This design comes from an exercise in tuning for small area and a short achievable clock period on the open sky130 flow, not from production work. In this exercise RTL edits were held to simulation tests only and were not proved equivalent to the original. Power and IR drop assume default switching activity.

==> trial 9: inputs <==
## cpuCore
module cpuCore (
	input  logic        aluClk,
	input  logic        rst,
	input  logic [15:0] instr,
	input  logic [9:0]  instrPc,
	output logic [7:0]  accA,
	output logic [7:0]  accB,
	output logic        carry,
	output logic        branchTaken,
	output logic [9:0]  branchDir
);
Settings: LEC_CHECK=0, CAP_MARGIN=20, CORE_MARGIN=2, CORE_UTILIZATION=53, CTS_BUF_LIST=sky130_fd_sc_hd__clkbuf_8, CTS_CLUSTER_DIAMETER=45, CTS_CLUSTER_SIZE=18, SETUP_SLACK_MARGIN=1.15, SLEW_MARGIN=20; clock period 3.5 ns.
run.sh (not shown) runs the stock make flow with config.mk's settings and CLKGATE_MAP_FILE= SYNTH_SCRIPT=/design/flow/synth_recipe.tcl, a recipe that flattens the netlist after the stock synthesis.
==> trial 7: changes against trial 9 <==
--- a/flow/config.mk
+++ b/flow/config.mk
@@ -9,7 +9,4 @@
 export CORE_MARGIN = 2
-export CORE_UTILIZATION = 53
-export CTS_BUF_LIST = sky130_fd_sc_hd__clkbuf_8
-export CTS_CLUSTER_DIAMETER = 45
-export CTS_CLUSTER_SIZE = 18
-export SETUP_SLACK_MARGIN = 1.15
+export CORE_UTILIZATION = 50
+export SETUP_SLACK_MARGIN = 1.1
 export SLEW_MARGIN = 20
==> notes.md <==
Run status: trial 7 timing/DRC/antenna clean; trial 9 timing/DRC/antenna clean
Setup slack on the worst flop-to-flop path: trial 7 1000 ps; trial 9 960 ps
Crit path depth: trial 7 6; trial 9 11
Hold Crit Depth: trial 7 2; trial 9 3
Layout Cells excl Fill: trial 7 8044; trial 9 8104
Comb group: trial 7 2.18 mW; trial 9 2.30 mW
Wirelength per Cell: trial 7 40.82 µm; trial 9 41.80 µm
Diode count: trial 7 11; trial 9 8
Fraction of met3 tracks used by global routing: trial 7 0.1197; trial 9 0.1381
Worst Tran Pin Value: trial 7 1000 ps; trial 9 1086 ps
Critical Path Fanout Max: trial 7 11; trial 9 5
Beginning of the critical path: trial 7 qK[1]; trial 9 rA[0]
Met2 layer wire length in the routed design: trial 7 140.5 mm; trial 9 147.1 mm
Req. time, crit path: trial 7 4070 ps; trial 9 4330 ps
Initial Utilization: trial 7 0.5041; trial 9 0.5335
Clock share of power: trial 7 0.424; trial 9 0.367
Placed Cells incl. Taps: trial 7 7587; trial 9 7612
Share of power burned in combinational logic: trial 7 0.040; trial 9 0.047
Clock tree root buffer cell: trial 7 clkbuf_16; trial 9 clkbuf_8
Power density cells: trial 7 547.3 nW/µm²; trial 9 499.4 nW/µm²
Clock latency on the worst-skew pair: trial 7 910 ps; trial 9 1030 ps

========
==> zinc: inputs <==
==> flow/design.v <==
package corePkg;
	localparam int INSTR_W = 16;
	localparam int OP_W = 6;
	localparam int PC_W = 10;
	localparam int OFFS_W = 6;
	localparam int WORD_W = 8;
	localparam int MEM_SIZE = 256;
	localparam int ADDR_W = $clog2(256);
	typedef enum logic [OP_W-1:0] {
		NOP, LDA, LDB, LDCA, LDCB, STA, STB,
		ADDA, ADDB, ADDCA, ADDCB, SUBA, SUBB, SUBCA, SUBCB,
		ANDA, ANDB, ANDCA, ANDCB, ORA, ORB, ORCA, ORCB,
		ASLA, ASRA, JMP,
		BAEQ, BANE, BACS, BACC, BAMI, BAPL,
		BBEQ, BBNE, BBCS, BBCC, BBMI, BBPL
	} opcode_t;
	typedef enum logic [2:0] {
		NO_LOAD, LOAD_CONST_A, LOAD_CONST_B, LOAD_MEM_A, LOAD_MEM_B,
		LOAD_ALU_A, LOAD_ALU_B
	} accCtrl_t;
	typedef enum logic [1:0] {
		MEM_NONE, MEM_READ, MEM_WRITE_A, MEM_WRITE_B
	} memCtrl_t;
	typedef enum logic [1:0] {
		SEL_CONSTANTS = 2'b00,
		SEL_ACUM_A_CONST_B = 2'b01,
		SEL_CONST_A_ACUM_B = 2'b10,
		SEL_ACUM_AB = 2'b11
	} opSel_t;
endpackage
module cpuCore (
	input  logic        aluClk,
	input  logic        rst,
	input  logic [15:0] instr,
	input  logic [9:0]  instrPc,
	output logic [7:0]  accA,
	output logic [7:0]  accB,
	output logic        carry,
	output logic        branchTaken,
	output logic [9:0]  branchDir
);
	logic [5:0] op;
	assign op = instr[15:10];
	logic dEnA, dEnB, dEnC, dSt, dStB, dSub, dAbSub;
	logic dAbAr, dKAr, dAndAB, dAndK, dOrAB, dOrK, dShl, dShr, dLdK, dLdM;
	logic dBzA, dBnA, dBzB, dBnB, dBc, dBone, dBinv;
	logic [9:0] dTgt;
	always_comb begin
		dEnA = 1'b0; dEnB = 1'b0; dEnC = 1'b0; dSt = 1'b0; dStB = 1'b0; dSub = 1'b0; dAbSub = 1'b0;
		dAbAr = 1'b0; dKAr = 1'b0; dAndAB = 1'b0; dAndK = 1'b0; dOrAB = 1'b0; dOrK = 1'b0;
		dShl = 1'b0; dShr = 1'b0; dLdK = 1'b0; dLdM = 1'b0;
		dBzA = 1'b0; dBnA = 1'b0; dBzB = 1'b0; dBnB = 1'b0; dBc = 1'b0;
		dBone = 1'b0; dBinv = 1'b0;
		case (op)
			6'd1:  begin dEnA = 1'b1; dLdM = 1'b1; end               
			6'd2:  begin dEnB = 1'b1; dLdM = 1'b1; end               
			6'd3:  begin dEnA = 1'b1; dLdK = 1'b1; end               
			6'd4:  begin dEnB = 1'b1; dLdK = 1'b1; end               
			6'd5:  begin dSt = 1'b1; end                             
			6'd6:  begin dSt = 1'b1; dStB = 1'b1; end                
			6'd7:  begin dEnA = 1'b1; dEnC = 1'b1; dAbAr = 1'b1; end               
			6'd8:  begin dEnB = 1'b1; dEnC = 1'b1; dAbAr = 1'b1; end               
			6'd9:  begin dEnA = 1'b1; dEnC = 1'b1; dKAr = 1'b1; end                
			6'd10: begin dEnB = 1'b1; dEnC = 1'b1; dKAr = 1'b1; end                
			6'd11: begin dEnA = 1'b1; dEnC = 1'b1; dAbSub = 1'b1; dSub = 1'b1; end  
			6'd12: begin dEnB = 1'b1; dEnC = 1'b1; dAbSub = 1'b1; dSub = 1'b1; end  
			6'd13: begin dEnA = 1'b1; dEnC = 1'b1; dKAr = 1'b1; dSub = 1'b1; end   
			6'd14: begin dEnB = 1'b1; dEnC = 1'b1; dKAr = 1'b1; dSub = 1'b1; end   
			6'd15: begin dEnA = 1'b1; dAndAB = 1'b1; end             
			6'd16: begin dEnB = 1'b1; dAndAB = 1'b1; end             
			6'd17: begin dEnA = 1'b1; dAndK = 1'b1; end              
			6'd18: begin dEnB = 1'b1; dAndK = 1'b1; end              
			6'd19: begin dEnA = 1'b1; dOrAB = 1'b1; end              
			6'd20: begin dEnB = 1'b1; dOrAB = 1'b1; end              
			6'd21: begin dEnA = 1'b1; dOrK = 1'b1; end               
			6'd22: begin dEnB = 1'b1; dOrK = 1'b1; end               
			6'd23: begin dEnA = 1'b1; dEnC = 1'b1; dShl = 1'b1; end  
			6'd24: begin dEnA = 1'b1; dEnC = 1'b1; dShr = 1'b1; end  
			6'd25: dBone = 1'b1;                                     
			6'd26: dBzA = 1'b1;                                      
			6'd27: begin dBzA = 1'b1; dBinv = 1'b1; end              
			6'd28, 6'd34: dBc = 1'b1;                                
			6'd29, 6'd35: begin dBc = 1'b1; dBinv = 1'b1; end        
			6'd30: dBnA = 1'b1;                                      
			6'd31: begin dBnA = 1'b1; dBinv = 1'b1; end              
			6'd32: dBzB = 1'b1;                                      
			6'd33: begin dBzB = 1'b1; dBinv = 1'b1; end              
			6'd36: dBnB = 1'b1;                                      
			6'd37: begin dBnB = 1'b1; dBinv = 1'b1; end              
			default: ;
		endcase
	end
	assign dTgt = (op == 6'd25) ? instr[9:0] : instrPc + {{4{instr[5]}}, instr[5:0]};
	logic qEnA, qEnB, qEnC, qSt, qStB, qSub, qAbSub;
	logic qAbAr, qKAr, qAndAB, qAndK, qOrAB, qOrK, qShl, qShr, qLdK, qLdM;
	logic qBzA, qBnA, qBzB, qBnB, qBc, qBone, qBinv;
	logic [7:0] qK, qKx;
	logic [9:0] qTgt;
	always_ff @(posedge aluClk) begin
		if (rst) begin
			qEnA <= 1'b0; qEnB <= 1'b0; qEnC <= 1'b0; qSt <= 1'b0;
			qBzA <= 1'b0; qBnA <= 1'b0; qBzB <= 1'b0; qBnB <= 1'b0;
			qBc <= 1'b0; qBone <= 1'b0; qBinv <= 1'b0;
		end else begin
			qEnA <= dEnA; qEnB <= dEnB; qEnC <= dEnC; qSt <= dSt;
			qBzA <= dBzA; qBnA <= dBnA; qBzB <= dBzB; qBnB <= dBnB;
			qBc <= dBc; qBone <= dBone; qBinv <= dBinv;
		end
	end
	always_ff @(posedge aluClk) begin
		qStB <= dStB; qSub <= dSub; qAbSub <= dAbSub;
		qAbAr <= dAbAr; qKAr <= dKAr; qAndAB <= dAndAB; qAndK <= dAndK;
		qOrAB <= dOrAB; qOrK <= dOrK; qShl <= dShl; qShr <= dShr;
		qLdK <= dLdK; qLdM <= dLdM;
		qK <= instr[7:0];
		qKx <= instr[7:0] ^ {8{dSub}};
		qTgt <= dTgt;
	end
	logic [7:0] rA, rB;
	logic rC;
	logic [7:0] mem [256];
	logic [7:0] wd;
	logic [15:0] wLo, wHi;
	assign wd = qStB ? rB : rA;
	assign wLo = 16'd1 << qK[3:0];
	assign wHi = 16'd1 << qK[7:4];
	genvar gi;
	generate
		for (gi = 0; gi < 256; gi = gi + 1) begin : row
			always_ff @(posedge aluClk) begin
				if (qSt && wHi[gi / 16] && wLo[gi % 16]) begin
					mem[gi] <= wd;
				end
			end
		end
	endgenerate
	logic [7:0] rLo, rHi;
	logic [63:0] rSel;
	logic [7:0] part [4];
	assign rLo = 8'd1 << instr[2:0];
	assign rHi = 8'd1 << instr[5:3];
	always_comb begin
		for (int i = 0; i < 64; i++) rSel[i] = rHi[i / 8] & rLo[i % 8];
	end
	always_comb begin
		for (int q = 0; q < 4; q++) begin
			part[q] = 8'd0;
			for (int i = 0; i < 64; i++) begin
				part[q] = part[q] | ({8{rSel[i]}} & mem[q * 64 + i]);
			end
		end
	end
	logic [7:0] qPart [4];
	logic qByp, qBypB;
	always_ff @(posedge aluClk) begin
		for (int q = 0; q < 4; q++) qPart[q] <= part[q];
		qByp <= qSt && (qK == instr[7:0]);
		qBypB <= qStB;
	end
	logic [7:0] rd;
	always_comb begin
		if (qByp) rd = qBypB ? rB : rA;
		else rd = qPart[qK[7:6]];
	end
	function automatic logic [8:0] addc(input logic [7:0] x, input logic [7:0] y, input logic ci);
		logic [7:0] g, p, gg, pp, tg, tp;
		logic [8:0] c;
		g = x & y;
		p = x ^ y;
		gg = g;
		pp = p;
		for (int d = 1; d < 8; d = d * 2) begin
			tg = gg;
			tp = pp;
			for (int i = d; i < 8; i++) begin
				tg[i] = gg[i] | (pp[i] & gg[i - d]);
				tp[i] = pp[i] & pp[i - d];
			end
			gg = tg;
			pp = tp;
		end
		c[0] = ci;
		for (int i = 0; i < 8; i++) c[i + 1] = gg[i] | (pp[i] & ci);
		addc = {c[8], p ^ c[7:0]};
	endfunction
	logic [8:0] sAB, dAB, sAK, sBK;
	logic [7:0] resA, resB;
	logic cNext;
	assign sAB = addc(rA, rB, 1'b0);
	assign dAB = addc(rA, ~rB, 1'b1);
	assign sAK = addc(rA, qKx, qSub);
	assign sBK = addc(rB, qKx, qSub);
	assign resA = ({8{qAbAr}} & sAB[7:0]) |
		({8{qAbSub}} & dAB[7:0]) |
		({8{qKAr}} & sAK[7:0]) |
		({8{qAndAB}} & (rA & rB)) |
		({8{qAndK}} & (rA & qK)) |
		({8{qOrAB}} & (rA | rB)) |
		({8{qOrK}} & (rA | qK)) |
		({8{qShl}} & {rA[6:0], 1'b0}) |
		({8{qShr}} & {1'b0, rA[7:1]}) |
		({8{qLdK}} & qK) |
		({8{qLdM}} & rd);
	assign resB = ({8{qAbAr}} & sAB[7:0]) |
		({8{qAbSub}} & dAB[7:0]) |
		({8{qKAr}} & sBK[7:0]) |
		({8{qAndAB}} & (rA & rB)) |
		({8{qAndK}} & (rB & qK)) |
		({8{qOrAB}} & (rA | rB)) |
		({8{qOrK}} & (rB | qK)) |
		({8{qLdK}} & qK) |
		({8{qLdM}} & rd);
	assign cNext = (qAbAr & sAB[8]) | (qAbSub & ~dAB[8]) |
		(qKAr & qEnA & (sAK[8] ^ qSub)) |
		(qKAr & qEnB & (sBK[8] ^ qSub)) |
		(qShl & rA[7]) | (qShr & rA[0]);
	logic taken;
	assign taken = ((qBzA & (rA == 8'd0)) | (qBnA & rA[7]) |
		(qBzB & (rB == 8'd0)) | (qBnB & rB[7]) | (qBc & rC) | qBone) ^ qBinv;
	always_ff @(posedge aluClk) begin
		if (rst) begin
			rA <= 8'd0;
			rB <= 8'd0;
			rC <= 1'b0;
			branchTaken <= 1'b0;
		end else begin
			if (qEnA) rA <= resA;
			if (qEnB) rB <= resB;
			if (qEnC) rC <= cNext;
			branchTaken <= taken;
		end
	end
	always_ff @(posedge aluClk) begin
		branchDir <= qTgt;
	end
	always_ff @(posedge aluClk) begin
		if (rst) begin
			accA <= 8'd0;
			accB <= 8'd0;
			carry <= 1'b0;
		end else begin
			accA <= rA;
			accB <= rB;
			carry <= rC;
		end
	end
endmodule
==> flow/run.sh <==
#!/bin/bash
# synth_recipe.tcl (not shown) runs the flow's synth.tcl, then flattens the netlist and writes it again
# the make line also repeats each setting of config.mk as NAME=value (left out here)
make -C /OpenROAD-flow-scripts/flow DESIGN_CONFIG=/design/flow/config.mk WORK_HOME=/design/flow/orfs CLKGATE_MAP_FILE= SYNTH_SCRIPT=/design/flow/synth_recipe.tcl finish
==> flow/config.mk <==
export PLATFORM = sky130hd
export DESIGN_NAME = cpuCore
export DESIGN_NICKNAME = cpuCore
export VERILOG_FILES = /design/flow/design.v
export SDC_FILE = /design/flow/constraint.sdc
export NUM_CORES = 4
export LEC_CHECK = 0
export CAP_MARGIN = 20
export CORE_MARGIN = 2
export CORE_UTILIZATION = 50
export CTS_BUF_LIST = sky130_fd_sc_hd__clkbuf_8
export CTS_CLUSTER_DIAMETER = 45
export CTS_CLUSTER_SIZE = 18
export SETUP_SLACK_MARGIN = 1.3
export SLEW_MARGIN = 20
==> flow/constraint.sdc <==
create_clock -name core_clock -period 3.5 [get_ports {aluClk}]
set_input_delay 0.7000 -clock core_clock [delete_from_list [all_inputs] [get_ports {aluClk}]]
set_output_delay 0.7000 -clock core_clock [all_outputs]
set_load 0.01 [all_outputs]
==> inputs of onyx, as changes to zinc <==
--- a/flow/config.mk
+++ b/flow/config.mk
@@ -12,4 +12,4 @@
 export CTS_CLUSTER_DIAMETER = 45
 export CTS_CLUSTER_SIZE = 18
-export SETUP_SLACK_MARGIN = 1.3
+export SETUP_SLACK_MARGIN = 1.2
 export SLEW_MARGIN = 20
==> inputs of raven, as changes to zinc <==
--- a/flow/config.mk
+++ b/flow/config.mk
@@ -8,5 +8,5 @@
 export CAP_MARGIN = 20
 export CORE_MARGIN = 2
-export CORE_UTILIZATION = 50
+export CORE_UTILIZATION = 56
 export CTS_BUF_LIST = sky130_fd_sc_hd__clkbuf_8
 export CTS_CLUSTER_DIAMETER = 45
==> inputs of sierra, as changes to zinc <==
--- a/flow/config.mk
+++ b/flow/config.mk
@@ -9,7 +9,4 @@
 export CORE_MARGIN = 2
 export CORE_UTILIZATION = 50
-export CTS_BUF_LIST = sky130_fd_sc_hd__clkbuf_8
-export CTS_CLUSTER_DIAMETER = 45
-export CTS_CLUSTER_SIZE = 18
 export SETUP_SLACK_MARGIN = 1.3
 export SLEW_MARGIN = 20
==> comparison table <==
Logic pwr share: sierra 4.2%; raven 4.8%; zinc 4.6%; onyx 4.5%
End of the worst register-to-register path: sierra rA[7]; raven rB[7]; zinc rA[7]; onyx rA[7]
Final core utilization: sierra 62.22%; raven 68.26%; zinc 60.38%; onyx 60.04%
Register Area: sierra 0.06413 mm^2; raven 0.06412 mm^2; zinc 0.06413 mm^2; onyx 0.06412 mm^2
Mean routed wirelength per cell: sierra 40.93 um; raven 42.26 um; zinc 40.82 um; onyx 40.82 um
Final net count: sierra 5849; raven 5948; zinc 5786; onyx 5774
Status: sierra timing/DRC/antenna clean; raven timing/DRC/antenna clean; zinc timing/DRC/antenna clean; onyx timing/DRC/antenna clean
Detailed-route wire length: sierra 332200 um; raven 335600 um; zinc 328300 um; onyx 328000 um
Met2 wirelength from detailed routing: sierra 141200 um; raven 143700 um; zinc 139700 um; onyx 139500 um
Logic power comb: sierra 2290 uW; raven 2330 uW; zinc 2250 uW; onyx 2190 uW
Clock root buffer master: sierra clkbuf_16; raven clkbuf_8; zinc clkbuf_8; onyx clkbuf_8
Post-place instance area: sierra 0.09033 mm^2; raven 0.09157 mm^2; zinc 0.09033 mm^2; onyx 0.09033 mm^2
Number of global-route vias before repair: sierra 52170; raven 51660; zinc 51920; onyx 51590
Met1 usage in global routing: sierra 53.50%; raven 61.04%; zinc 53.32%; onyx 53.76%
Pin count of the biggest net entering global routing: sierra 139; raven 185; zinc 139; onyx 139
GR Layer Usage met2: sierra 57.06%; raven 65.61%; zinc 57.27%; onyx 57.07%
Final total power: sierra 54080 uW; raven 48270 uW; zinc 48730 uW; onyx 48630 uW
DP Wirelength: sierra 217100 um; raven 227300 um; zinc 217100 um; onyx 217100 um
Final instance area: sierra 0.1000 mm^2; raven 0.09806 mm^2; zinc 0.09707 mm^2; onyx 0.09652 mm^2
Launching point of the worst reg2reg path: sierra rB[0]; raven rA[0]; zinc rA[0]; onyx rA[0]
Static Leak: sierra 0.03398 uW; raven 0.03353 uW; zinc 0.03269 uW; onyx 0.03253 uW

## what the ideal ports hide
No port has a modelled driver above. Below, the same layouts with a new extraction and two added sets of constraints.
Step 1 sets driving cells, clkbuf_16 on the clock port and buf_2 on the other inputs (assumed; they add their load-dependent delay and slew).
Step 2, shift: input delay + t, output delay - t, t = (earliest + latest rising clock arrival at the registers) / 2. This alone moves slack from input paths to output paths.
Three values: no drivers, after step 1, after step 2; two values: the first two.
| run | t, ns | setup slack, ns | hold slack, ns | worst setup path after step 2 | worst data-port slew with drivers (ns) |
|---|---|---|---|---|---|
| trial 9 | 1.077 | 0.959 / 0.959 / 0.058 | 0.164 / 0.108 / 0.332 | input to register | 0.07 |
| trial 7 | 0.980 | 0.996 / 0.996 / 0.052 | 0.243 / 0.179 / 0.322 | input to register | 0.17 |
| zinc | 1.107 | 0.999 / 0.999 / 0.224 | 0.102 / 0.050 / 0.332 | input to register | 0.15 |
| onyx | 1.103 | 1.020 / 1.020 / 0.041 | 0.168 / 0.117 / 0.335 | input to register | 0.15 |
| raven | 1.040 | 0.988 / 0.988 / 0.256 | 0.047 / -0.006 / 0.331 | input to register | 0.04 |
| sierra | 0.985 | 1.031 / 1.031 / 0.272 | 0.213 / 0.149 / 0.323 | input to register | 0.18 |
After both steps every run listed still meets setup and hold. The setup slack of onyx, which loses most, moves by 0.000 ns with the drivers and by -0.979 ns with both steps.
